This is an optimization exercise on Yosys and OpenROAD, whose aim is a short achievable clock period and few clock cycles per item, not a production implementation. For this run, only the layout was checked, not whether the RTL still works. In this run the design's own scripts or RTL, not TritonCTS, make the clock network. The flow treats the clock pin as an ideal source. Dropping or thinning the clock tree relies on that and would not hold on a real chip. No activity file was given, so power comes from the tool's default toggle rates.

**flow/flow/run.sh**
```bash
#!/bin/bash
# Standard ORFS layout, with one change to the clock tree after CTS: the
# buffers that TritonCTS puts above its leaf buffers are replaced by four
# root buffers driven by the clock port directly (flow/clktree.tcl). Every
# other step is the standard flow (standard.sh). Each tool's output
# goes to a log of its own in this folder.
set -euo pipefail
here=$(pwd)
bash standard.sh cts > std_cts.log 2>&1
RES=$here/orfs/results/$FLOW_PLATFORM/pu_sequencer/base \
   openroad -no_init -exit flow/clktree.tcl > clktree.log 2>&1
bash standard.sh finish > std_finish.log 2>&1
```
**flow/flow/clktree.tcl**
```tcl
set res $::env(RES)
set nroot 4
set leafmax 28
if {[info exists ::env(NROOT)]} { set nroot $::env(NROOT) }
if {[info exists ::env(LEAF)]} { set leafmax $::env(LEAF) }
read_db $res/4_cts.odb
set db [ord::get_db]
set block [ord::get_db_block]
set clk_net [[$block findBTerm clk] getNet]

proc out_net {inst} {
   foreach it [$inst getITerms] { if {[$it isOutputSignal]} { return [$it getNet] } }
   return "NULL"
}
proc is_clkbuf {inst} {
   set m [[$inst getMaster] getName]
   return [expr {[string match "sky130_fd_sc_hd__clkbuf_*" $m] || [string match "sky130_fd_sc_hd__buf_*" $m]}]
}

# Move each flip-flop that drives an output port's buffer (and nothing
# else) next to that buffer, so the register-to-output path has no long
# wire; detailed placement below makes the placement legal again.
set moved 0
foreach bt [$block getBTerms] {
   if {[$bt getIoType] ne "OUTPUT"} continue
   set net [$bt getNet]
   if {$net eq "NULL"} continue
   set obuf ""
   foreach it [$net getITerms] { if {[$it isOutputSignal]} { set obuf [$it getInst] } }
   if {$obuf eq ""} continue
   set a "NULL"
   foreach it [$obuf getITerms] { if {[$it isInputSignal]} { set a [$it getNet] } }
   if {$a eq "NULL" || [llength [$a getITerms]] != 2} continue
   set src ""
   foreach it [$a getITerms] { if {[$it isOutputSignal]} { set src [$it getInst] } }
   if {$src eq "" || ![string match "*__df*" [[$src getMaster] getName]]} continue
   set ob [$obuf getBBox]
   $src setLocation [$ob xMin] [$ob yMin]
   incr moved
}
puts "moved $moved output flip-flops next to their output buffers"

# walk the clock tree from the port: collect its buffers and its sinks
set frontier [list $clk_net]
set bufs {}
set sinks {}
set dummies {}
while {[llength $frontier]} {
   set net [lindex $frontier 0]
   set frontier [lrange $frontier 1 end]
   foreach it [$net getITerms] {
      if {![$it isInputSignal]} continue
      set inst [$it getInst]
      if {[is_clkbuf $inst]} {
         lappend bufs $inst
         set on [out_net $inst]
         if {$on ne "NULL"} { lappend frontier $on }
      } elseif {[out_net $inst] eq "NULL" && ![$inst isBlock] && [llength [[$inst getMaster] getName]] &&
                ![string match "*df*" [[$inst getMaster] getName]]} {
         # a dummy load that CTS added for balancing
         lappend dummies $inst
      } else {
         lappend sinks $it
      }
   }
}
set n [llength $sinks]
puts "old clock tree: [llength $bufs] buffers, [llength $dummies] dummy loads, $n sinks"

# sink positions (pin centres)
set px {}; set py {}
foreach it $sinks {
   set b [[$it getInst] getBBox]
   lappend px [expr {([$b xMin] + [$b xMax]) / 2.0}]
   lappend py [expr {([$b yMin] + [$b yMax]) / 2.0}]
}

# recursive bisection into k groups; returns a list of index lists
proc bisect {idx k} {
   global px py
   if {$k <= 1} { return [list $idx] }
   set xs {}; set ys {}
   foreach i $idx { lappend xs [lindex $px $i]; lappend ys [lindex $py $i] }
   set w [expr {[tcl::mathfunc::max {*}$xs] - [tcl::mathfunc::min {*}$xs]}]
   set h [expr {[tcl::mathfunc::max {*}$ys] - [tcl::mathfunc::min {*}$ys]}]
   set pl {}
   foreach i $idx {
      lappend pl [list $i [expr {$w >= $h ? [lindex $px $i] : [lindex $py $i]}]]
   }
   set pl [lsort -real -index 1 $pl]
   set k1 [expr {$k / 2}]
   set n1 [expr {int(round(double([llength $idx]) * $k1 / $k))}]
   set a {}; set b {}
   set j 0
   foreach e $pl { if {$j < $n1} { lappend a [lindex $e 0] } else { lappend b [lindex $e 0] }; incr j }
   return [concat [bisect $a $k1] [bisect $b [expr {$k - $k1}]]]
}

set all {}
for {set i 0} {$i < $n} {incr i} { lappend all $i }
set regions [bisect $all $nroot]
set nleaf [expr {($n + $leafmax - 1) / $leafmax}]
if {$nleaf < $nroot} { set nleaf $nroot }
# remove the old tree
foreach inst $bufs {
   set on [out_net $inst]
   odb::dbInst_destroy $inst
   if {$on ne "NULL"} { odb::dbNet_destroy $on }
}
foreach inst $dummies { odb::dbInst_destroy $inst }
foreach it $sinks { $it disconnect }

# root buffers: the strongest plain buffer (the port drives them directly);
# leaf buffers: a plain buffer with a smaller input, so that the root
# buffers see less load, that still keeps the flip-flop clock slew low
set root_master [$db findMaster sky130_fd_sc_hd__buf_16]
set leaf_master [$db findMaster sky130_fd_sc_hd__buf_12]
proc centroid {idx} {
   global px py
   set sx 0.0; set sy 0.0
   foreach i $idx { set sx [expr {$sx + [lindex $px $i]}]; set sy [expr {$sy + [lindex $py $i]}] }
   return [list [expr {int($sx / [llength $idx])}] [expr {int($sy / [llength $idx])}]]
}
proc add_buf {name loc in_net master} {
   global block
   set inst [odb::dbInst_create $block $master $name]
   set net [odb::dbNet_create $block "${name}_net"]
   $net setSigType CLOCK
   [$inst findITerm A] connect $in_net
   [$inst findITerm X] connect $net
   $inst setLocation {*}$loc
   $inst setPlacementStatus PLACED
   return $net
}
set li 0
set r 0
foreach reg $regions {
   set k [expr {int(round(double($nleaf) * [llength $reg] / $n))}]
   if {$k < 1} { set k 1 }
   set groups [bisect $reg $k]
   # root at the centroid of its leaf buffers
   set cs {}
   foreach g $groups { lappend cs [centroid $g] }
   set sx 0; set sy 0
   foreach c $cs { incr sx [lindex $c 0]; incr sy [lindex $c 1] }
   set rnet [add_buf "clkroot_$r" [list [expr {$sx / [llength $cs]}] [expr {$sy / [llength $cs]}]] $clk_net $root_master]
   set sizes {}
   foreach g $groups c $cs {
      set lnet [add_buf "clkleaf_$li" $c $rnet $leaf_master]
      foreach i $g { [lindex $sinks $i] connect $lnet }
      lappend sizes [llength $g]
      incr li
   }
   puts "root $r: [llength $groups] leaf buffers, flip-flops per leaf: $sizes"
   incr r
}
puts "new clock tree: $r root buffers, $li leaf buffers; clock port drives [llength [$clk_net getITerms]] cell pins"
detailed_placement
check_placement
write_db $res/4_cts.odb
```
**flow/standard.sh**
```bash
#!/bin/bash
# synth_recipe.tcl (not shown) runs the flow's synth.tcl, then flattens the netlist and writes it again
# the make line also repeats each setting of config.mk as NAME=value (left out here)
make -C /OpenROAD-flow-scripts/flow DESIGN_CONFIG=/design/flow/config.mk WORK_HOME=/design/flow/orfs CLKGATE_MAP_FILE= SYNTH_SCRIPT=/design/flow/synth_recipe.tcl "${@:-finish}"
```
**flow/config.mk**
```make
export PLATFORM = sky130hd
export DESIGN_NAME = pu_sequencer
export DESIGN_NICKNAME = pu_sequencer
export VERILOG_FILES = /design/flow/design.v
export SDC_FILE = /design/flow/constraint.sdc
export NUM_CORES = 4
export LEC_CHECK = 0
export CAP_MARGIN = 20
export CORE_MARGIN = 2
export CORE_UTILIZATION = 62
export CTS_CLUSTER_DIAMETER = 80
export CTS_CLUSTER_SIZE = 30
export SETUP_SLACK_MARGIN = 3.2
export SLEW_MARGIN = 20
export TNS_END_PERCENT = 100
```
**flow/constraint.sdc**
```tcl
create_clock -name core_clock -period 5.0 [get_ports {clk}]
set_input_delay 1.0000 -clock core_clock [delete_from_list [all_inputs] [get_ports {clk}]]
set_output_delay 1.0000 -clock core_clock [all_outputs]
set_load 0.01 [all_outputs]
```
**flow/design.v**
```verilog
module pu_sequencer #(
   parameter int WIDTH = 32,
   parameter int LEN   = 8,
   parameter int ROWS  = 4
) (
   input  logic                             clk,
   input  logic                             rst,
   input  logic                             wr_en,
   input  logic                             wr_sel,
   input  logic [$clog2(ROWS*LEN)-1:0]      wr_addr,
   input  logic [WIDTH-1:0]                 wr_data,
   input  logic                             start,
   output logic                             busy,
   output logic                             done,
   output logic                             pu_en,
   output logic [WIDTH-1:0]                 pu_x1, pu_x2, pu_x3, pu_x4,
   output logic [WIDTH-1:0]                 pu_w1, pu_w2, pu_w3, pu_w4,
   input  logic [WIDTH-1:0]                 pu_data,
   output logic                             out_valid,
   output logic [((ROWS > 1) ? $clog2(ROWS) : 1)-1:0] out_row,
   output logic [WIDTH-1:0]                 out_data
);
   localparam int AW  = $clog2(ROWS * LEN);
   localparam int NOP = ROWS * LEN / 4;       
   localparam int KW  = $clog2(NOP);          
   localparam int ND = NOP - 2;               
   logic             take_wr;                 
   logic             wq_v    [1:ND];
   logic [AW-1:0]    wq_addr [1:ND];
   logic [WIDTH-1:0] wq_data [1:ND];
   logic [3:0]       w_en    [1:ND];          
   logic [LEN-1:0]   x_we;                    
   logic [3:0]       w_we    [2];             
   always_comb begin
      take_wr = wr_en && !busy && !rst;
      for (int k = 0; k < LEN; k++)
         x_we[k] = take_wr && !wr_sel && wr_addr == AW'(k);
      for (int k = 0; k < 2; k++)
         for (int j = 0; j < 4; j++)
            w_we[k][j] = take_wr && wr_sel && wr_addr == AW'(4 * k + j);
   end
   always_ff @(posedge clk) begin
      if (rst) begin
         for (int s = 1; s <= ND; s++) wq_v[s] <= 1'b0;
         for (int s = 1; s <= ND; s++) w_en[s] <= '0;
      end else begin
         wq_v[1] <= take_wr && wr_sel;
         for (int s = 2; s <= ND; s++) wq_v[s] <= wq_v[s-1];
         for (int j = 0; j < 4; j++)
            w_en[1][j] <= take_wr && wr_sel && wr_addr == AW'(8 + j);
         for (int s = 2; s <= ND; s++)
            for (int j = 0; j < 4; j++)
               w_en[s][j] <= wq_v[s-1] && wq_addr[s-1] == AW'(4 * (s + 1) + j);
      end
   end
   always_ff @(posedge clk) begin
      wq_addr[1] <= wr_addr;
      wq_data[1] <= wr_data;
      for (int s = 2; s <= ND; s++) begin
         wq_addr[s] <= wq_addr[s-1];
         wq_data[s] <= wq_data[s-1];
      end
   end
   logic [WIDTH-1:0] x_buf [LEN];
   logic [WIDTH-1:0] w_buf [ROWS*LEN];
   always_ff @(posedge clk) begin
      for (int k = 0; k < LEN; k++)
         if (x_we[k]) x_buf[k] <= wr_data;
      for (int k = 0; k < 8; k++)
         if (w_we[k/4][k % 4]) w_buf[k] <= wr_data;
      for (int k = 8; k < ROWS * LEN; k++)
         if (w_en[k/4 - 1][k % 4]) w_buf[k] <= wq_data[k/4 - 1];
   end
   logic          take_start, load;
   logic [KW-1:0] cnt;
   always_comb begin
      take_start = start && !busy && !rst;
      load       = (take_start || busy) && cnt == '0;
   end
   always_ff @(posedge clk) begin
      if (rst) begin
         cnt  <= '0;
         busy <= 1'b0;
      end else begin
         cnt  <= (load || cnt != '0) ? cnt + 1'b1 : '0;
         busy <= (take_start || busy) && cnt != '0;
      end
   end
   logic [NOP-1:0]   slot_oh;                 
   logic [WIDTH-1:0] w_rd_nx [4];
   logic [WIDTH-1:0] x_nx    [LEN];
   logic [WIDTH-1:0] x_hold  [4];
   logic [KW-1:0]    op_k;
   always_ff @(posedge clk) begin
      if (rst) slot_oh <= NOP'(1);
      else if (load || cnt != '0) slot_oh <= {slot_oh[NOP-2:0], slot_oh[NOP-1]};
      else slot_oh <= NOP'(1);
   end
   always_comb begin
      for (int k = 0; k < LEN; k++) x_nx[k] = x_we[k] ? wr_data : x_buf[k];
      for (int j = 0; j < 4; j++) begin
         if (load) begin
            w_rd_nx[j] = w_we[0][j] ? wr_data : w_buf[j];
         end else begin
            w_rd_nx[j] = '0;
            for (int s = 1; s < NOP; s++)
               w_rd_nx[j] = w_rd_nx[j] | ({WIDTH{slot_oh[s]}} & w_buf[4 * s + j]);
         end
      end
   end
   always_ff @(posedge clk) begin
      op_k  <= cnt;
      pu_w1 <= w_rd_nx[0];
      pu_w2 <= w_rd_nx[1];
      pu_w3 <= w_rd_nx[2];
      pu_w4 <= w_rd_nx[3];
      if (load) begin
         pu_x1 <= x_nx[0];
         pu_x2 <= x_nx[1];
         pu_x3 <= x_nx[2];
         pu_x4 <= x_nx[3];
         for (int j = 0; j < 4; j++) x_hold[j] <= x_nx[4 + j];
      end else begin
         pu_x1 <= x_hold[0];
         pu_x2 <= x_hold[1];
         pu_x3 <= x_hold[2];
         pu_x4 <= x_hold[3];
         x_hold[0] <= pu_x1;
         x_hold[1] <= pu_x2;
         x_hold[2] <= pu_x3;
         x_hold[3] <= pu_x4;
      end
   end
   always_ff @(posedge clk) begin
      if (rst) pu_en <= 1'b0;
      else     pu_en <= load || cnt != '0;
   end
   localparam int BW = 4;                     
   localparam int NB = WIDTH / BW;            
   localparam int BL = $clog2(BW);
   logic             p_v, a_v, last_v;
   logic [KW-1:0]    p_k, a_k;
   logic [WIDTH-1:0] pd_q;
   logic [BW:0]      bs0 [NB];                
   logic [BW:0]      bs1 [NB];                
   logic [BW:0]      bs0_nx [NB];
   logic [BW:0]      bs1_nx [NB];
   logic [BW-1:0] bg [2][NB][BL+1];
   logic [BW-1:0] bp [2][NB][BL+1];
   logic [BW-1:0] ba [NB];
   logic [BW-1:0] bb [NB];
   logic [BW-1:0] bp0 [NB];
   always_comb begin
      for (int n = 0; n < NB; n++) begin
         ba[n]  = pu_data[BW*n +: BW];
         bb[n]  = pd_q[BW*n +: BW];
         bp0[n] = ba[n] ^ bb[n];
         for (int c = 0; c < 2; c++) begin
            bg[c][n][0] = ba[n] & bb[n];
            bp[c][n][0] = bp0[n];
            if (c == 1) bg[c][n][0][0] = ba[n][0] | bb[n][0];
            for (int l = 0; l < BL; l++)
               for (int i = 0; i < BW; i++)
                  if (i >= (1 << l)) begin
                     bg[c][n][l+1][i] = bg[c][n][l][i] | (bp[c][n][l][i] & bg[c][n][l][i - (1 << l)]);
                     bp[c][n][l+1][i] = bp[c][n][l][i] & bp[c][n][l][i - (1 << l)];
                  end else begin
                     bg[c][n][l+1][i] = bg[c][n][l][i];
                     bp[c][n][l+1][i] = bp[c][n][l][i];
                  end
         end
         bs0_nx[n][0] = bp0[n][0];
         bs1_nx[n][0] = ~bp0[n][0];
         for (int i = 1; i < BW; i++) begin
            bs0_nx[n][i] = bp0[n][i] ^ bg[0][n][BL][i-1];
            bs1_nx[n][i] = bp0[n][i] ^ bg[1][n][BL][i-1];
         end
         bs0_nx[n][BW] = bg[0][n][BL][BW-1];
         bs1_nx[n][BW] = bg[1][n][BL][BW-1];
      end
   end
   localparam int NL = $clog2(NB);
   logic [NB-1:0]    cg [NL+1];
   logic [NB-1:0]    cp [NL+1];
   logic [NB:0]      bc;
   logic [WIDTH-1:0] sum_nx;
   always_comb begin
      for (int n = 0; n < NB; n++) begin
         cg[0][n] = bs0[n][BW];
         cp[0][n] = bs1[n][BW];
      end
      for (int l = 0; l < NL; l++)
         for (int n = 0; n < NB; n++)
            if (n >= (1 << l)) begin
               cg[l+1][n] = cg[l][n] | (cp[l][n] & cg[l][n - (1 << l)]);
               cp[l+1][n] = cp[l][n] & cp[l][n - (1 << l)];
            end else begin
               cg[l+1][n] = cg[l][n];
               cp[l+1][n] = cp[l][n];
            end
      bc[0] = 1'b0;
      for (int n = 0; n < NB; n++) bc[n+1] = cg[NL][n];
      for (int n = 0; n < NB; n++)
         sum_nx[BW*n +: BW] = bc[n] ? bs1[n][BW-1:0] : bs0[n][BW-1:0];
   end
   always_ff @(posedge clk) begin
      pd_q     <= pu_data;
      p_k      <= op_k;
      a_k      <= p_k;
      for (int n = 0; n < NB; n++) begin
         bs0[n] <= bs0_nx[n];
         bs1[n] <= bs1_nx[n];
      end
      out_data <= sum_nx;
      out_row  <= a_k[KW-1:1];
   end
   always_ff @(posedge clk) begin
      if (rst) begin
         p_v       <= 1'b0;
         a_v       <= 1'b0;
         out_valid <= 1'b0;
         last_v    <= 1'b0;
         done      <= 1'b0;
      end else begin
         p_v       <= pu_en;
         a_v       <= p_v;
         out_valid <= a_v && a_k[0];
         last_v    <= a_v && a_k == KW'(NOP - 1);
         done      <= last_v;
      end
   end
endmodule
```
==> impl_metrics.toml <==
[synth]
synth_top_area_share_pct = 40.0
yosysUniqueCellTypes = 42
synth_area_sq_um = 67200
synth_nets = 4487
synth_area_per_cell_sq_um = 15.4
synth_top_area_cell = "edfxtp_1"
synth_seq_cells = 2076
seq_area_frac_synth_pct = 75.2
async_flop_share_pct = 0
synthCells = 4358
ys_top_cells_by_area = "edfxtp_1, dfxtp_1, mux2_2"
synthFlopType = "dfxtp_1"
ys_warn_count = 22
synth_enable_flop_cells = 896

[setup_path]
reg2reg_from = "busy$_SDFF_PP0_"
reg2reg_depth = 9
cp_num_buf_inv = 5
crit_start = "rst"
path_delay_family = "buffers and inverters"
path_common_cell = "mux2_2"
cp.required_ps = 5390
path_class = "input port to register"
r2r-end = "pu_w3[2]$_DFF_P_"
cp_data_arrival_time_ps = 2850
slowest_delay_ps = 290
reg2reg_setup_slack_ps = 2670
path_depth = 9
cp_max_fo = 5
worstPathCellList = "buf_8 -> nor4bb_4 -> buf_6 -> buf_4 -> nand3_4 -> buf_12 -> clkbuf_16 -> mux2_2 -> mux2_2"
cpMaxStageDelayCell = "nor4bb_4"
cp-endpoint = "pu_w3[2]$_DFF_P_"
cp-end-kind = "register"
crit_path_start_kind = "input port"

[timing]
rsz0062_at_grt = "yes"
worst_pin_slew_ps = 1200
finalSetupTns_ps = 0
finalHoldViolations = 0
max_freq_mhz = 407
fin_worst_skew_ps = 30.5
setup_violations = 0
timing.final.crit_period_ps = 2460
maxSlewViolCount = 0
slew_headroom_pct = 20.2
fin_crit_sh_pct = 49.2

[placed_design]
port-buffer-count = 367
gp_congestion = 0.791
dpl_cell_area_sq_um = 72900
dp.final_hpwl_microns = 94500

[global_route]
grt_max_degree = 60
grt_pass1_vias = 38700
gr-total-overflow = 0
grt_pass1_wl_microns = 275000
grt.total_usage_pct = 34.3
antenna_found_initial = 7

[route]
routed_via_density = 6.37
drc = 0
postRouteAntennaNets = 0
wl_microns = 198000
dr.first_iter.drc_count = 5651
vias = 40000
wire_per_inst_microns = 31.6
drt_first_pass_iters = 9

[power]
ir_worst_vdd_mv = 0.397
p_per_area_nw_per_um2 = 395
p_leak_uw = 0.0316

[outcome]
status = "no timing/DRC/antenna violations"

[run]
maxCapViolCount = 0

[floorplan]
start_util_pct = 62.6
rows = 120
io_pins = 368
die_area_sq_um = 111000
coreArea_sq_um = 107000
dieWidth_microns = 333
dieHeight_microns = 333

[cells_and_area]
finish.utilization_pct = 76.0
drive_gt1_share_pct = 40.0
seq_area_sq_um = 51000
final.fill_count = 6284
nets = 5001
mostFrequentLayoutCells = "edfxtp_1, dfxtp_1, mux2_2"
finish.instance_area_sq_um = 81600
final_common_cell = "edfxtp_1"
multi_input_area_sq_um = 18200
syn_to_final_growth_pct = 21.4

[cts]
holdBufCountCts = 0
cts_num_sinks = 2076
clk_pin_slew_worst_paths_ps = 110
clk_latency_ps = 520

[worst_hold_path]
hold_path.class = "register to register"
kinds of logic after synthesis:
| logic type | share of synthesized area (%) |
|---|---|
| AO/OA/AOI/OAI | 6.54 |
| XOR/XNOR | 0.417 |
| adder cells (fa/ha/maj) | 1.19 |
| buffers and inverters | 2.08 |
| flip-flops | 75.2 |
| multiplexers | 9.47 |
| AND/OR/NAND/NOR | 5.11 |
power breakdown:
group | switching (uW) | total (uW) | leakage, uW | internal (uW)
Sequential | 863 | 20100 | 0.0179 | 19200
Clock | 4780 | 7300 | 0.000765 | 2530
Combinational | 2170 | 4860 | 0.0129 | 2680
state kept, by name, summed over array words and instances (netlist names), 8 cells and up:
| signal | cells |
|---|---|
| w_buf | 1024 |
| x_buf | 256 |
| wq_data | 192 |
| x_hold | 128 |
| bs0 | 39 |
| bs1 | 34 |
| out_data | 32 |
| pd_q | 32 |
| pu_w1 | 32 |
| pu_w2 | 32 |
| pu_w3 | 32 |
| pu_w4 | 32 |
| pu_x1 | 32 |
| pu_x2 | 32 |
| pu_x3 | 32 |
| pu_x4 | 32 |
| wq_addr | 25 |
| w_en | 24 |
| slot_oh | 8 |
metal layers:
layer / global-route usage (%) / wire length (microns) / vias up
li1: - / - / 17000
met1: 49.5 / 79400 / 20400
met2: 54.8 / 93000 / 2205
met3: 5.13 / 19000 / 312
met4: 9.65 / 6800 / 8
met5: 0 / 58 / -
through the flow:
stage	setup slack [ps]	total power, uW	hold WS (ps)	cells
floorplan	2130	22000	310	4358
global placement	936	24000	311	5963
detailed placement	852	24100	312	5963
CTS	2720	32600	322	6285
global route	2520	33200	345	6274
finish	2540	32200	336	6275
synth_stat cells (all sizes together), types with 12 or more instances:
cell and instances:
mux2 536, buf 61, nor2 151, fa 15
nor2b 20, nand4 36, a21oi 19, nand3 145
a222oi 128, a22oi 256, edfxtp 896, a21o 29
a31oi 128, ha 40, clkbuf 189, and2 12
nor3 12, xnor2 23, inv 69, dfxtp 1180
nand2 370
worst min path at each step:
stage	end	slack [ps]	cells past startpoint	from
floorplan	a_k[0]$_DFF_P_	310	0	p_k[0]$_DFF_P_
global route	p_k[2]$_DFF_P_	340	0	op_k[2]$_DFF_P_
CTS	wq_addr[5][3]$_DFF_P_	320	0	wq_addr[4][3]$_DFF_P_
detailed placement	out_data[0]$_DFF_P_	310	0	bs0[0][0]$_DFF_P_
global placement	out_data[1]$_DFF_P_	310	0	bs0[0][1]$_DFF_P_
finish	out_data[1]$_DFF_P_	340	0	bs0[0][1]$_DFF_P_
worst register-to-register path: cells and delay by family, from the launching register on:
family	cells	cell delay, ps
buf+inv	5	850
mux	2	570
simple gates	2	440
flops	1	370
cell type report:
cell class / instances / share of cell area [%]
sequential: 2076 / 62.6
tap: 1403 / 2.15
inverter: 69 / 0.410
antenna: 2 / 0.00614
timing repair buffer: 680 / 10.5
buffer: 80 / 2.00
multi-input combinational: 1965 / 22.4
repair_timing:
action / CTS / global route
setup buffers: 134 / 33
gates resized for setup: 2330 / 438
setup endpoints to repair: 1274 / 1270
cloned: 57 / 6
pin swaps: 255 / 185

-- re-timing with driven ports --
Ports are ideal in the flow. The routed layout listed here was re-timed in OpenROAD. Step 1 (the two cells are an assumption about what drives the block):
set clk [get_ports {clk}]
set_driving_cell -lib_cell sky130_fd_sc_hd__clkbuf_16 $clk
set_driving_cell -lib_cell sky130_fd_sc_hd__buf_2 [delete_from_list [all_inputs] $clk]
Step 2 times the ports against the registers' clock, not the clock port: input delays grow and output delays shrink by t, the midpoint of the rising clock arrivals with the driver on. a / b / c = no drivers / after step 1 / after step 2; a / b = the first two.
shift t [ns]: 0.676
setup WS [ns]: 2.541 / 2.669 / 2.003
pins driven straight from the clock port: 4
After both steps setup and hold are still met in this run. For this run, drivers alone change the setup slack by +0.128 ns; drivers and shift together by -0.538 ns.
